Background: an optimization exercise with open tools, aiming at small area, a short achievable clock period and few clock cycles. Do not read the settings as production practice.
At most, simulation tests tie the RTL to the original design; equivalence was not proved.
No activity file was given, so power comes from the tool's default toggle rates.

==> 08-06 <==
// conv2d_top
module conv2d_top
(
    input  logic        i_clk,
    input  logic        i_rst,
    input  logic [9:0]  i_pix,      
    input  logic [9:0]  i_wgt,      
    output logic [26:0] o_out,      
    output logic        o_busy
);
    localparam int LB = conv_pkg::LB_LEN;
    logic       in_pix;             
    logic       in_wgt;             
    logic [7:0] in_d;
    logic       busy_q;
    logic       take;
    logic [5:0] pix_pos;            
    logic [5:0] out_pos;            
    logic       tail;               
    logic [3:0] tail_n;             
    logic       step_pix;           
    logic       step;               
    logic       produce;            
    logic       wgt_go;             
    logic [LB-1:0] lb_en;
    logic [LB*8-1:0] slots;
    logic [71:0] kernel;
    logic [71:0] win;
    logic [8:0]  keep;
    logic signed [conv_pkg::SUM_BW-1:0] sum;
    logic        out_valid;
    logic        out_last;
    logic signed [conv_pkg::SUM_BW-1:0] out_data;
    assign take     = !busy_q && (i_pix[9] || i_wgt[9]);
    assign step_pix = in_pix;
    assign step     = in_pix || tail;
    assign wgt_go   = in_wgt && (!tail || tail_n_done);
    logic in_wgt_n;
    logic tail_n_done;
    assign tail_n_done = tail && (tail_n == 4'd9);
    always_comb
    begin
        if (take)
            in_wgt_n = i_wgt[9];
        else
            in_wgt_n = in_wgt && !wgt_go;
    end
    always_ff @(posedge i_clk)
    begin
        if (i_rst)
  ...
==> module frame_ram, before the edit <==
module frame_ram
(
    input  logic                         i_clk,
    input  logic [conv_pkg::PIX_BW-1:0]  i_pix,      
    input  logic [conv_pkg::LB_LEN-1:0]  i_en,       
    output logic [conv_pkg::LB_LEN*conv_pkg::PIX_BW-1:0] o_slots
);
    logic [conv_pkg::PIX_BW-1:0] slot [conv_pkg::LB_LEN];
    always_ff @(posedge i_clk)
    begin
        if (i_en[0])
            slot[0] <= i_pix;
        for (int j = 1; j < conv_pkg::LB_LEN; j++)
            if (i_en[j])
                slot[j] <= slot[j-1];
    end
    always_comb
        for (int j = 0; j < conv_pkg::LB_LEN; j++)
            o_slots[j*conv_pkg::PIX_BW +: conv_pkg::PIX_BW] = slot[j];
endmodule
==> module conv2d_top, before the edit <==
module conv2d_top
(
    input  logic        i_clk,
    input  logic        i_rst,
    input  logic [9:0]  i_pix,      
    input  logic [9:0]  i_wgt,      
    output logic [26:0] o_out,      
    output logic        o_busy
);
    localparam int LB = conv_pkg::LB_LEN;
    logic       in_pix;             
    logic       in_wgt;             
    logic [7:0] in_d;
    logic       busy_q;
    logic       take;
    logic [5:0] pix_pos;            
    logic [5:0] out_pos;            
    logic       tail;               
    logic [3:0] tail_n;             
    logic       step_pix;           
    logic       step;               
    logic       produce;            
    logic       wgt_go;             
    logic [LB-1:0] lb_en;
    logic [LB*8-1:0] slots;
    logic [71:0] kernel;
    logic [71:0] win;
    logic [8:0]  keep;
    logic signed [conv_pkg::SUM_BW-1:0] sum;
    logic        out_valid;
    logic        out_last;
    logic signed [conv_pkg::SUM_BW-1:0] out_data;
    assign take     = !busy_q && (i_pix[9] || i_wgt[9]);
    assign step_pix = in_pix;
    assign step     = in_pix || tail;
    assign wgt_go   = in_wgt && (!tail || tail_n_done);
    logic in_wgt_n;
    logic tail_n_done;
    assign tail_n_done = tail && (tail_n == 4'd9);
    always_comb
    begin
        if (take)
            in_wgt_n = i_wgt[9];
        else
            in_wgt_n = in_wgt && !wgt_go;
    end
    always_ff @(posedge i_clk)
    begin
        if (i_rst)
        begin
            in_pix <= 1'b0;
            in_wgt <= 1'b0;
            busy_q <= 1'b0;
        end
        else
        begin
            in_pix <= take && i_pix[9];
            in_wgt <= in_wgt_n;
            busy_q <= in_wgt_n && ((tail && tail_n < 4'd8) || (step_pix && pix_pos == 6'd63));
        end
    end
    always_ff @(posedge i_clk)
    begin
        if (!busy_q)
            in_d <= i_pix[9] ? i_pix[7:0] : i_wgt[7:0];
    end
    assign o_busy = busy_q;
    assign produce = tail || (step_pix && pix_pos >= 6'd9);
    always_ff @(posedge i_clk)
    begin
        if (i_rst)
        begin
            pix_pos <= '0;
            out_pos <= '0;
            tail    <= 1'b0;
            tail_n  <= '0;
        end
        else
        begin
            if (step_pix)
                pix_pos <= pix_pos + 1'b1;
            if (produce)
                out_pos <= out_pos + 1'b1;
            if (step_pix && pix_pos == 6'd63)
            begin
                tail   <= 1'b1;
                tail_n <= 4'd1;
            end
            else if (tail)
            begin
                tail   <= !tail_n_done;
                tail_n <= tail_n + 1'b1;
            end
        end
    end
    always_comb
        for (int j = 0; j < LB; j++)
            lb_en[j] = step_pix || (tail && (j >= tail_n));
    frame_ram u_ram
    (
        .i_clk   (i_clk),
        .i_pix   (in_d),
        .i_en    (lb_en),
        .o_slots (slots)
    );
    conv_loader u_loader
    (
        .i_clk    (i_clk),
        .i_shift  (wgt_go),
        .i_wgt    (in_d),
        .o_kernel (kernel)
    );
    logic [5:0] out_pos_n;
    logic top, bot, lft, rgt;
    assign out_pos_n = i_rst ? 6'd0 : out_pos + {5'd0, produce};
    assign top = out_pos_n[5:3] == 3'd0;
    assign bot = out_pos_n[5:3] == 3'd7;
    assign lft = out_pos_n[2:0] == 3'd0;
    assign rgt = out_pos_n[2:0] == 3'd7;
    always_ff @(posedge i_clk)
    begin
        keep[0] <= !top && !lft;
        keep[1] <= !top;
        keep[2] <= !top && !rgt;
        keep[3] <= !lft;
        keep[5] <= !rgt;
        keep[6] <= !bot && !lft;
        keep[7] <= !bot;
        keep[8] <= !bot && !rgt;
    end
    assign keep[4] = 1'b1;
    logic [(LB+1)*8-1:0] wpos;      
    assign wpos = {slots, in_d};
    always_comb
    begin
        win[0*8 +: 8] = wpos[18*8 +: 8];
        win[1*8 +: 8] = wpos[17*8 +: 8];
        win[2*8 +: 8] = wpos[16*8 +: 8];
        win[3*8 +: 8] = wpos[10*8 +: 8];
        win[4*8 +: 8] = wpos[ 9*8 +: 8];
        win[5*8 +: 8] = wpos[ 8*8 +: 8];
        win[6*8 +: 8] = wpos[ 2*8 +: 8];
        win[7*8 +: 8] = wpos[ 1*8 +: 8];
        win[8*8 +: 8] = wpos[ 0*8 +: 8];
    end
    conv_engine u_engine
    (
        .i_clk    (i_clk),
        .i_win    (win),
        .i_keep   (keep),
        .i_kernel (kernel),
        .o_sum    (sum)
    );
    logic v_pipe [conv_pkg::ENG_LAT+1];
    logic l_pipe [conv_pkg::ENG_LAT+1];
    assign v_pipe[0] = produce;
    assign l_pipe[0] = produce && out_pos == 6'd63;
    always_ff @(posedge i_clk)
    begin
        for (int i = 1; i <= conv_pkg::ENG_LAT; i++)
        begin
            v_pipe[i] <= i_rst ? 1'b0 : v_pipe[i-1];
            l_pipe[i] <= l_pipe[i-1];
        end
        out_valid <= i_rst ? 1'b0 : v_pipe[conv_pkg::ENG_LAT];
        out_last  <= l_pipe[conv_pkg::ENG_LAT];
        out_data  <= sum;
    end
    assign o_out = {out_valid, out_last, {(conv_pkg::ACC_BW-conv_pkg::SUM_BW){out_data[conv_pkg::SUM_BW-1]}}, out_data};
endmodule
clock: 8.0 ns
lec_check: 0
cap_margin: 20
core_margin: 2
core_utilization: 60
cts_cluster_diameter: 90
cts_cluster_size: 26
place_density: 0.7
slew_margin: 20
synth_hierarchical: 1
synth_minimum_keep_size: 0
standard.sh (not shown) runs the stock make flow with config.mk's settings and CLKGATE_MAP_FILE= SYNTH_SCRIPT=/design/flow/synth_recipe.tcl, a recipe that flattens the netlist after the stock synthesis.
==> flow/flow/run.sh <==
#!/bin/bash
set -euo pipefail
export BUFFER_PORTS_ARGS="-buffer_cell sky130_fd_sc_hd__buf_2"
export SETUP_SLACK_MARGIN=5.25
bash standard.sh > standard.log 2>&1
==> 08-26: changes against 08-06 <==
==> flow/flow/run.sh (replaced) <==
#!/bin/bash
set -euo pipefail
export BUFFER_PORTS_ARGS="-buffer_cell sky130_fd_sc_hd__buf_2"
export SETUP_SLACK_MARGIN=5.3
bash standard.sh > standard.log 2>&1
CORE_UTILIZATION = 70   (was 60)
PLACE_DENSITY = 0.8   (was 0.7)
==> 05-03: changes against 08-06 <==
--- a/flow/design.v
+++ b/flow/design.v
@@ -24,6 +24,15 @@
     end
     assign o_kernel = ker_q;
 endmodule
+module conv_mux8
+(
+    input  logic       i_s,
+    input  logic [7:0] i_a,
+    input  logic [7:0] i_b,
+    output logic [7:0] o_y
+);
+    assign o_y = i_s ? i_a : i_b;
+endmodule
 module frame_ram
 (
     input  logic                         i_clk,
@@ -31,15 +40,42 @@
     input  logic [conv_pkg::LB_LEN-1:0]  i_en,       
     output logic [conv_pkg::LB_LEN*conv_pkg::PIX_BW-1:0] o_slots
 );
-    logic [conv_pkg::PIX_BW-1:0] slot [conv_pkg::LB_LEN];
-    always_ff @(posedge i_clk)
-    begin
-        if (i_en[0])
-            slot[0] <= i_pix;
-        for (int j = 1; j < conv_pkg::LB_LEN; j++)
-            if (i_en[j])
-                slot[j] <= slot[j-1];
-    end
+    localparam logic [conv_pkg::LB_LEN-1:0] WIN = 18'b11_1000_0011_1000_0011;
+    logic [conv_pkg::LB_LEN-1:0][conv_pkg::PIX_BW-1:0] slot;
+    genvar g;
+    generate
+        for (g = 0; g < conv_pkg::LB_LEN; g++)
+        begin : g_slot
+            logic [conv_pkg::PIX_BW-1:0] prev;
+            if (g == 0)
+            begin : g_first
+                assign prev = i_pix;
+            end
+            else
+            begin : g_next
+                assign prev = slot[g-1];
+            end
+            if (WIN[g])
+            begin : g_win
+                logic [conv_pkg::PIX_BW-1:0] nxt;
+                conv_mux8 u_mux
+                (
+                    .i_s (i_en[g]),
+                    .i_a (prev),
+                    .i_b (slot[g]),
+                    .o_y (nxt)
+                );
+                always_ff @(posedge i_clk)
+                    slot[g] <= nxt;
+            end
+            else
+            begin : g_store
+                always_ff @(posedge i_clk)
+                    if (i_en[g])
+                        slot[g] <= prev;
+            end
+        end
+    endgenerate
     always_comb
         for (int j = 0; j < conv_pkg::LB_LEN; j++)
             o_slots[j*conv_pkg::PIX_BW +: conv_pkg::PIX_BW] = slot[j];
@@ -2974,11 +3010,16 @@
             busy_q <= in_wgt_n && ((tail && tail_n < 4'd8) || (step_pix && pix_pos == 6'd63));
         end
     end
+    logic [7:0] in_d_nxt;
+    conv_mux8 u_in_mux
+    (
+        .i_s (busy_q),
+        .i_a (in_d),
+        .i_b (i_pix[9] ? i_pix[7:0] : i_wgt[7:0]),
+        .o_y (in_d_nxt)
+    );
     always_ff @(posedge i_clk)
-    begin
-        if (!busy_q)
-            in_d <= i_pix[9] ? i_pix[7:0] : i_wgt[7:0];
-    end
+        in_d <= in_d_nxt;
     assign o_busy = busy_q;
     assign produce = tail || (step_pix && pix_pos >= 6'd9);
     always_ff @(posedge i_clk)
==> flow/flow/run.sh (replaced) <==
#!/bin/bash
set -euo pipefail
export BUFFER_PORTS_ARGS="-buffer_cell sky130_fd_sc_hd__buf_2"
export SETUP_SLACK_MARGIN=5.3
bash standard.sh > standard.log 2>&1
==> comparison table <==
| item | 05-03 | 08-06 | 08-26 |
|---|---|---|---|
| Outcome | timing/DRC/antenna clean | timing/DRC/antenna clean | timing/DRC/antenna clean |
| Highest Signal Layer | met5 | met4 | met5 |
| Non-clock buffer share of cell area | 1.156% | 1.621% | 2.111% |
| Worst slew margin | 32.41% | 32.15% | 31.99% |
| Max Clock Freq | 365.9 MHz | 362.9 MHz | 366.0 MHz |
| Std-Cell Core Area | 48750 µm² | 47750 µm² | 40920 µm² |
| Place WS | 4.962 ns | 4.866 ns | 5.024 ns |
| Antenna violations before repair | 5 | 4 | 5 |
| Iteration count of the initial detailed-routing pass | 8 | 8 | 5 |
| Non-Clock Buffer Count | 56 | 66 | 87 |
| Cell-internal power | 6.140 mW | 5.177 mW | 5.137 mW |
| Clock latency on the worst-skew pair | 0.63 ns | 0.63 ns | 0.62 ns |
| Startpoint of the lowest-slack register-to-register path | u_ram.slot[125] | u_ram.slot[8][7] | keep[6] |
| Routability Congestion | 0.9820 | 0.9384 | 1.056 |
| Met1 WL | 31470 µm | 30800 µm | 27310 µm |
| Final cell count without fillers | 2853 | 2730 | 2665 |
| Startpoint of the lowest-slack hold path | u_engine.q7_s1382 | u_engine.q3_s960 | u_engine.q7_s1494 |
| Combinational logic power | 3.76 mW | 2.42 mW | 2.45 mW |
| Slowest CP cell | sky130_fd_sc_hd__dfxtp_4 | sky130_fd_sc_hd__dfxtp_4 | sky130_fd_sc_hd__fa_1 |
| Routing usage on met3 | 10.14% | 10.07% | 14.75% |
| Initial standard-cell utilization of the core | 60.53% | 60.83% | 70.96% |
| Final period utilization | 34.17% | 34.44% | 34.15% |
| Endpoint of the worst setup timing path | o_out[22] | o_out[22] | u_engine.q3_s1254 |
| Nets@finish | 2771 | 2701 | 2720 |
| Total power after layout | 9.836 mW | 7.757 mW | 7.662 mW |
| Sequential share of power | 43.4% | 47.7% | 48.0% |
| Number of rows created at floorplan | 81 | 80 | 74 |
Testbench counts of 08-06, summed over its fixed seeds: cycles 4,688.
Testbench counts of 08-26, summed over its fixed seeds: cycles 4,688.
Function not checked in 05-03: the RTL went through the layout flow alone.

---

==> ember: inputs <==
Another version of the RTL of conv2d_top (not shown whole).
Settings: LEC_CHECK=0, CAP_MARGIN=20, CORE_MARGIN=2, CORE_UTILIZATION=60, CTS_CLUSTER_DIAMETER=90, CTS_CLUSTER_SIZE=26, PLACE_DENSITY=0.7, SETUP_SLACK_MARGIN=4.85, SLEW_MARGIN=20, SYNTH_HIERARCHICAL=1, SYNTH_MINIMUM_KEEP_SIZE=0; clock period 8.0 ns.
run.sh (not shown) runs the stock make flow with config.mk's settings and CLKGATE_MAP_FILE= SYNTH_SCRIPT=/design/flow/synth_recipe.tcl, a recipe that flattens the netlist after the stock synthesis.
Stock flow here: none of the scripts above is used.
==> inputs of garnet, as changes to ember <==
--- a/flow/design.v
+++ b/flow/design.v
@@ -2710,7 +2710,7 @@
     assign take     = !busy_q && (i_pix[9] || i_wgt[9]);
     assign step_pix = in_pix;
     assign step     = in_pix || tail;
-    assign wgt_go   = in_wgt && (!tail || tail_n_done);
+    assign wgt_go   = in_wgt && !tail;
     logic in_wgt_n;
     logic tail_n_done;
     assign tail_n_done = tail && (tail_n == 4'd9);
@@ -2733,7 +2733,7 @@
         begin
             in_pix <= take && i_pix[9];
             in_wgt <= in_wgt_n;
-            busy_q <= in_wgt_n && ((tail && tail_n < 4'd8) || (step_pix && pix_pos == 6'd63));
+            busy_q <= in_wgt_n && ((tail && !tail_n_done) || (step_pix && pix_pos == 6'd63));
         end
     end
     always_ff @(posedge i_clk)
- CORE_UTILIZATION: 60 -> 40
- CTS_CLUSTER_DIAMETER: 90 -> 100
- CTS_CLUSTER_SIZE: 26 -> 22
- PLACE_DENSITY: 0.7 -> not set
- SETUP_SLACK_MARGIN: 4.85 -> not set
==> inputs of maple, as changes to ember <==
--- a/flow/design.v
+++ b/flow/design.v
@@ -2710,7 +2710,7 @@
     assign take     = !busy_q && (i_pix[9] || i_wgt[9]);
     assign step_pix = in_pix;
     assign step     = in_pix || tail;
-    assign wgt_go   = in_wgt && (!tail || tail_n_done);
+    assign wgt_go   = in_wgt && !tail;
     logic in_wgt_n;
     logic tail_n_done;
     assign tail_n_done = tail && (tail_n == 4'd9);
@@ -2733,7 +2733,7 @@
         begin
             in_pix <= take && i_pix[9];
             in_wgt <= in_wgt_n;
-            busy_q <= in_wgt_n && ((tail && tail_n < 4'd8) || (step_pix && pix_pos == 6'd63));
+            busy_q <= in_wgt_n && ((tail && !tail_n_done) || (step_pix && pix_pos == 6'd63));
         end
     end
     always_ff @(posedge i_clk)
- CORE_UTILIZATION: 60 -> 40
- CTS_CLUSTER_DIAMETER: 90 -> not set
- CTS_CLUSTER_SIZE: 26 -> not set
- PLACE_DENSITY: 0.7 -> not set
- SETUP_SLACK_MARGIN: 4.85 -> not set
==> notes.md <==
Outcome
The flow ran to the end and the layout has no timing, DRC or antenna violations.

Place
The post-placement setup slack is ~4.4 ns.

Finish
The number of inserted filler cells in the final layout is a little over 6k. Measured on the final layout, buffering overhead outside the clock network stands at under 10%. The synthesis-to-layout area growth is 10.8%.

STA
Clock skew on the completed layout was measured at about 0.032 ns.

Floorplan
For this floorplan the total number of well-tap instances is between 900 and 1k.

Synth
Summing the areas of all compound-gate instances in the mapped netlist gives between 1.5 and 2% of the synthesized area.

Critical path
For the worst flop-to-flop path, the logic depth is 6.
-- figures above: maple

==> notes.md <==
Finish
The number of inserted filler cells in the final layout is a little over 6k. The buffer share of cell area is approximately 1.8%. The largest registers in the layout are u_ram.slot x144, u_loader.ker_q x72, out_data x20. The synthesis-to-layout area growth is 7.42%.

Place
Before CTS, the worst setup slack after placement is 4.41 ns.

Critical path
Measured in cells, the most critical reg-to-reg path has a length of 6.

Outcome
The run finished with no timing, DRC or antenna violations.

Floorplan
The count of inserted tapcells is approximately 930.

GRT
The busiest layer in global routing is met2.

Synth
The synthesized netlist devotes under 10% of its cell area to compound gates.

STA
The final worst clock skew is ~0.038 ns.
-- figures above: garnet

==> notes.md <==
GRT
The met1 usage in global routing is ~42%.

Finish
The layout has ~3.2k filler cells. Non-clock buffering takes up between 3 and 4% of total cell area after layout. The synthesis-to-layout area growth is 8.41%.

The fraction of layout instances using a drive strength above 1 is between 6 and 7%. The biggest slice of the area belongs to multi-input combinational cells.

Clock network
In this run the number of H-tree levels came out at 1.

STA
The final worst clock skew is between 0.02 and 0.03 ns. Hold timing on the final database bottoms out at a slack of around 0.34 ns.

Min path
The worst hold path begins at l_pipe[2].

Synth
Summing the areas of all compound-gate instances in the mapped netlist gives 1.53% of the synthesized area. In the synthesized netlist, the cells that appear most often are 543 x sky130_fd_sc_hd__fa_1, 508 x sky130_fd_sc_hd__and3_1, 224 x sky130_fd_sc_hd__edfxtp_1.

Outcome
The flow ran to the end and the layout has no timing, DRC or antenna violations.

Place
Prior to clock tree synthesis, the placed netlist has a worst setup slack of 4.74 ns.
-- figures above: ember

Testbench counts of garnet, summed over its fixed seeds: cycles 4,704.
Testbench counts of maple, summed over its fixed seeds: cycles 4,704.
Function not checked in ember: the RTL went through the layout flow alone.

## afterwards: timing with drivers on the ports
Ports are ideal in the flow. The routed layouts listed here were re-timed in OpenROAD. Step 1, drivers: a clkbuf_16 drives i_clk and a buf_2 each remaining input, both assumed. Step 2, shift: input delay + t, output delay - t, t = (earliest + latest rising clock arrival at the registers) / 2. This alone moves slack from input paths to output paths. a / b / c = ideal / step 1 / step 2; a / b = the first two.
run | shift t [ns] | setup slack, ns | worst setup path after step 2 | latest minus earliest clock arrival (ns) | cell pins on the clock port's net
08-06 | 0.675 | 5.245 / 5.187 / 5.248 | input to register | 0.019 / 0.019 | 1
08-26 | 0.664 | 5.268 / 5.214 / 5.232 | input to register | 0.035 / 0.034 | 1
05-03 | 0.681 | 5.267 / 5.207 / 5.183 | input to register | 0.026 / 0.026 | 1
ember | 0.651 | 4.843 / 4.840 / 4.830 | input to register | 0.032 / 0.032 | 1
garnet | 0.649 | 4.696 / 4.696 / 4.436 | input to register | 0.039 / 0.039 | 1
maple | 0.653 | 4.732 / 4.732 / 4.412 | input to register | 0.033 / 0.033 | 1
After both steps every run listed still meets setup and hold. The setup slack of maple, which loses most, moves by 0.000 ns with the drivers and by -0.320 ns with both steps.
